From an optimization exercise on the open Yosys and OpenROAD flow, aimed at small area and a short achievable clock period; shortcuts taken in it are not production practice.

==> module xgmii_frame_parser, before the edit <==
module xgmii_frame_parser
(
    input  logic        clk,
    input  logic        inv_aresetn,
    input  logic [63:0] xgmii_data_i,
    input  logic [7:0]  xgmii_ctrl_i,
    output logic [63:0] word_o,
    output logic        word_start_o,
    output logic [2:0]  check_lane_o,
    input  logic        crc_match_i,
    output logic [63:0] axis_tdata_o,
    output logic [7:0]  axis_tkeep_o,
    output logic        axis_tvalid_o,
    output logic        axis_tlast_o,
    output logic        axis_tuser_o,
    output logic [10:0] words_o,
    output logic [2:0]  len_lo_o
);
    typedef enum logic [1:0] {
        ST_IDLE,
        ST_DATA,
        ST_TAIL
    } state_t;
    logic [63:0] data_mask;
    logic        is_sfd_lane;
    logic [7:0]  is_term;
    logic [2:0]  term_lane;
    logic        to_tail;
    always_comb begin
        for (int i = 0; i < xgmii_rx_pkg::LANES; i++) begin
            data_mask[8*i +: 8] = {8{(i == 0 || i == 4 || !xgmii_ctrl_i[i]) && (i >= 4 || !to_tail)}};
            is_term[i] = (xgmii_data_i[8*i +: 8] == xgmii_rx_pkg::XGMII_TERM);
        end
    end
    assign is_sfd_lane = (xgmii_data_i[7:0] == xgmii_rx_pkg::XGMII_START) && !inv_aresetn;
    always_comb begin
        term_lane = '0;
        for (int i = xgmii_rx_pkg::LANES - 1; i >= 0; i--) begin
            if (xgmii_ctrl_i[i]) begin
                term_lane = 3'(i);
            end
        end
    end
    logic [7:0]  w_ctrl8_q;
    logic [7:0]  w_is_term_q;
    logic [2:0]  w_lane_q;
    logic        w_start_lane_q;
    logic        w_start_q;
    logic [63:0] w_data_q;
    logic [63:0] hold_q;
    always_ff @(posedge clk) begin
        w_data_q    <= xgmii_data_i & data_mask;
        w_ctrl8_q   <= xgmii_ctrl_i;
        w_is_term_q <= is_term;
        w_lane_q    <= term_lane;
        w_start_lane_q <= is_sfd_lane;
        hold_q      <= w_data_q;
    end
    logic        w_ctrl_q;
    logic        w_term_ok_q;
    assign w_ctrl_q    = |w_ctrl8_q;
    assign w_start_q   = w_start_lane_q && (w_ctrl8_q == 8'h01);
    assign w_term_ok_q = w_is_term_q[w_lane_q] && ((w_ctrl8_q >> w_lane_q) == (8'hFF >> w_lane_q));
    assign word_o       = w_data_q;
    assign word_start_o = w_start_q;
    state_t      state_q;
    state_t      state_d;
    logic        held_vld_q;
    logic        held_vld_d;
    logic [2:0]  tail_lane_q;
    logic        tail_ok_q;
    logic [10:0] words_q;
    logic [10:0] words_d;
    logic [2:0]  len_lo_q;
    logic        cnt_inc_q;
    logic        cnt_first_q;
    logic        cnt_zero_q;
    logic        good;
    logic        tvalid_d;
    logic        tlast_d;
    logic [7:0]  tkeep_d;
    logic        tuser_d;
    logic [2:0]  len_lo_d;
    assign check_lane_o = (state_q == ST_TAIL) ? tail_lane_q : w_lane_q;
    assign good         = crc_match_i && ((state_q == ST_TAIL) ? tail_ok_q : w_term_ok_q);
    assign to_tail      = (state_d == ST_TAIL);
    assign words_o  = words_q;
    assign len_lo_o = len_lo_q;
    always_comb begin
        state_d    = state_q;
        held_vld_d = held_vld_q;
        tvalid_d   = 1'b0;
        tlast_d    = 1'b0;
        tkeep_d    = 8'hFF;
        tuser_d    = good;
        len_lo_d   = 3'd4;
        case (state_q)
            ST_IDLE: begin
                if (w_start_q) begin
                    state_d    = ST_DATA;
                    held_vld_d = 1'b0;
                end
            end
            ST_DATA: begin
                if (!w_ctrl_q) begin
                    tvalid_d   = held_vld_q;
                    held_vld_d = 1'b1;
                end else begin
                    held_vld_d = 1'b0;
                    state_d    = ST_IDLE;
                    tvalid_d   = held_vld_q;
                    if (!w_term_ok_q) begin
                        tlast_d = 1'b1;
                    end else if (w_lane_q < 3'd4) begin
                        tlast_d = 1'b1;
                        tkeep_d  = 8'hFF >> (3'd4 - w_lane_q);
                        len_lo_d = w_lane_q;
                    end else if (w_lane_q == 3'd4) begin
                        tlast_d = 1'b1;
                    end else begin
                        state_d = ST_TAIL;
                    end
                end
            end
            ST_TAIL: begin
                tvalid_d   = 1'b1;
                tlast_d    = 1'b1;
                tkeep_d    = 8'hFF >> (4'd12 - {1'b0, tail_lane_q});
                len_lo_d   = tail_lane_q;
                held_vld_d = 1'b0;
                state_d    = w_start_q ? ST_DATA : ST_IDLE;
            end
            default: begin
                state_d = ST_IDLE;
            end
        endcase
    end
    always_comb begin
        if (cnt_inc_q) begin
            words_d = cnt_first_q ? 11'd1 : words_q + 11'd1;
        end else if (cnt_zero_q) begin
            words_d = '0;
        end else begin
            words_d = words_q;
        end
    end
    always_ff @(posedge clk) begin
        axis_tdata_o <= hold_q;
        axis_tkeep_o <= tkeep_d;
        axis_tlast_o <= tlast_d;
        words_q      <= words_d;
        cnt_inc_q    <= (state_q == ST_DATA) && !w_ctrl_q;
        cnt_first_q  <= !held_vld_q;
        cnt_zero_q   <= (state_q == ST_DATA) && w_ctrl_q && !held_vld_q;
        tail_lane_q  <= w_lane_q;
        tail_ok_q    <= w_term_ok_q;
        axis_tuser_o <= tuser_d;
        if (tvalid_d && tlast_d) begin
            len_lo_q <= len_lo_d;
        end
        if (inv_aresetn) begin
            state_q       <= ST_IDLE;
            held_vld_q    <= 1'b0;
            axis_tvalid_o <= 1'b0;
        end else begin
            state_q       <= state_d;
            held_vld_q    <= held_vld_d;
            axis_tvalid_o <= tvalid_d;
        end
    end
endmodule
clock: 10.5 ns
lec_check: 0
cap_margin: 20
core_margin: 2
core_utilization: 55
cts_cluster_diameter: 120
cts_cluster_size: 25
slew_margin: 20
synth_hierarchical: 1
buffer_ports_args: -buffer_cell sky130_fd_sc_hd__buf_1
setup_slack_margin: 7.25
standard.sh (not shown) runs the stock make flow with config.mk's settings and CLKGATE_MAP_FILE= SYNTH_SCRIPT=/design/flow/synth_recipe.tcl, a recipe that flattens the netlist after the stock synthesis.
==> flow/flow/run.sh <==
#!/bin/bash
# Standard layout (settings from config.mk via config.mk) plus the settings
# in flow/extra.mk: plain buf_1 port buffers instead of the default
# delay-cell buffers, and a larger setup margin for timing repair.
set -e
cp config.mk config_in.log
cat flow/extra.mk >> config.mk
bash standard.sh > standard.log 2>&1
==> flow/flow/extra.mk <==
export BUFFER_PORTS_ARGS = -buffer_cell sky130_fd_sc_hd__buf_1
export SETUP_SLACK_MARGIN = 7.25
Edit:
--- a/flow/design.v
+++ b/flow/design.v
@@ -51,8 +51,9 @@
     output logic [2:0]  len_lo_o
 );
     typedef enum logic [1:0] {
         ST_IDLE,
+        ST_FIRST,
         ST_DATA,
         ST_TAIL
     } state_t;
     logic [63:0] data_mask;
@@ -85,9 +86,9 @@
     always_ff @(posedge clk) begin
         w_data_q    <= xgmii_data_i & data_mask;
         w_ctrl8_q   <= xgmii_ctrl_i;
         w_is_term_q <= is_term;
-        w_lane_q    <= term_lane;
+        w_lane_q    <= to_tail ? w_lane_q : term_lane;
         w_start_lane_q <= is_sfd_lane;
         hold_q      <= w_data_q;
     end
     logic        w_ctrl_q;
@@ -98,52 +99,47 @@
     assign word_o       = w_data_q;
     assign word_start_o = w_start_q;
     state_t      state_q;
     state_t      state_d;
-    logic        held_vld_q;
-    logic        held_vld_d;
-    logic [2:0]  tail_lane_q;
-    logic        tail_ok_q;
+    logic        held_vld;
     logic [10:0] words_q;
     logic [10:0] words_d;
     logic [2:0]  len_lo_q;
     logic        cnt_inc_q;
-    logic        cnt_first_q;
-    logic        cnt_zero_q;
+    logic        cnt_clr_q;
+    logic [10:0] words_tgl;
     logic        good;
     logic        tvalid_d;
     logic        tlast_d;
     logic [7:0]  tkeep_d;
     logic        tuser_d;
     logic [2:0]  len_lo_d;
-    assign check_lane_o = (state_q == ST_TAIL) ? tail_lane_q : w_lane_q;
-    assign good         = crc_match_i && ((state_q == ST_TAIL) ? tail_ok_q : w_term_ok_q);
+    assign check_lane_o = w_lane_q;
+    assign held_vld     = (state_q == ST_DATA);
+    assign good         = crc_match_i && ((state_q == ST_TAIL) || w_term_ok_q);
     assign to_tail      = (state_d == ST_TAIL);
     assign words_o  = words_q;
     assign len_lo_o = len_lo_q;
     always_comb begin
         state_d    = state_q;
-        held_vld_d = held_vld_q;
         tvalid_d   = 1'b0;
         tlast_d    = 1'b0;
         tkeep_d    = 8'hFF;
         tuser_d    = good;
         len_lo_d   = 3'd4;
         case (state_q)
             ST_IDLE: begin
                 if (w_start_q) begin
-                    state_d    = ST_DATA;
-                    held_vld_d = 1'b0;
+                    state_d = ST_FIRST;
                 end
             end
-            ST_DATA: begin
+            ST_FIRST, ST_DATA: begin
                 if (!w_ctrl_q) begin
-                    tvalid_d   = held_vld_q;
-                    held_vld_d = 1'b1;
+                    tvalid_d = held_vld;
+                    state_d  = ST_DATA;
                 end else begin
-                    held_vld_d = 1'b0;
                     state_d    = ST_IDLE;
-                    tvalid_d   = held_vld_q;
+                    tvalid_d   = held_vld;
                     if (!w_term_ok_q) begin
                         tlast_d = 1'b1;
                     end else if (w_lane_q < 3'd4) begin
                         tlast_d = 1'b1;
@@ -158,48 +154,40 @@
             end
             ST_TAIL: begin
                 tvalid_d   = 1'b1;
                 tlast_d    = 1'b1;
-                tkeep_d    = 8'hFF >> (4'd12 - {1'b0, tail_lane_q});
-                len_lo_d   = tail_lane_q;
-                held_vld_d = 1'b0;
-                state_d    = w_start_q ? ST_DATA : ST_IDLE;
+                tkeep_d    = 8'hFF >> (4'd12 - {1'b0, w_lane_q});
+                len_lo_d   = w_lane_q;
+                state_d    = w_start_q ? ST_FIRST : ST_IDLE;
             end
             default: begin
                 state_d = ST_IDLE;
             end
         endcase
     end
     always_comb begin
-        if (cnt_inc_q) begin
-            words_d = cnt_first_q ? 11'd1 : words_q + 11'd1;
-        end else if (cnt_zero_q) begin
-            words_d = '0;
-        end else begin
-            words_d = words_q;
+        words_tgl[0] = cnt_inc_q;
+        for (int i = 1; i < 11; i++) begin
+            words_tgl[i] = words_tgl[i-1] & words_q[i-1];
         end
+        words_d = cnt_clr_q ? {10'd0, cnt_inc_q} : (words_q ^ words_tgl);
     end
     always_ff @(posedge clk) begin
         axis_tdata_o <= hold_q;
         axis_tkeep_o <= tkeep_d;
         axis_tlast_o <= tlast_d;
         words_q      <= words_d;
-        cnt_inc_q    <= (state_q == ST_DATA) && !w_ctrl_q;
-        cnt_first_q  <= !held_vld_q;
-        cnt_zero_q   <= (state_q == ST_DATA) && w_ctrl_q && !held_vld_q;
-        tail_lane_q  <= w_lane_q;
-        tail_ok_q    <= w_term_ok_q;
+        cnt_inc_q    <= (state_q == ST_FIRST || state_q == ST_DATA) && !w_ctrl_q;
+        cnt_clr_q    <= (state_q == ST_FIRST);
         axis_tuser_o <= tuser_d;
         if (tvalid_d && tlast_d) begin
             len_lo_q <= len_lo_d;
         end
         if (inv_aresetn) begin
             state_q       <= ST_IDLE;
-            held_vld_q    <= 1'b0;
             axis_tvalid_o <= 1'b0;
         end else begin
             state_q       <= state_d;
-            held_vld_q    <= held_vld_d;
             axis_tvalid_o <= tvalid_d;
         end
     end
 endmodule
=> The changed run ran to the end with no violations; synthesized cell count fell by about 3%; worst setup slack gets better by 26 ps; cell area decreases by 2.2%; worst hold slack is worse by 5.5 ps; wire length decreases by about 0.6%; cell count decreases by 2.4%; area after synthesis goes down by 2.3%; core utilization fell by 0.51 points.
Function was not checked in any run of this note: the RTL went through the layout flow alone.

## static timing again, ports no longer ideal
Ports are ideal in the flow. The routed layouts listed here were re-timed in OpenROAD.
Step 1: set_driving_cell puts a clkbuf_16 on clk and a buf_2 on each other input, an assumption about the parent block.
Step 2 times the ports against the registers' clock, not the clock port: input delays grow and output delays shrink by t, the midpoint of the rising clock arrivals with the driver on.
Three values: ideal, step 1, step 2; two values: the first two.
run	t, ns	setup slack, ns	hold WS [ns]	worst setup path after step 2
the first run	0.554	7.274 / 7.242 / 7.214	0.330 / 0.330 / 0.330	input to register
the second run	0.553	7.300 / 7.248 / 7.128	0.325 / 0.325 / 0.325	input to register
After both steps setup and hold are still met in every run listed. The setup slack of the second run, which loses most, moves by -0.052 ns with the drivers and by -0.172 ns with both steps.
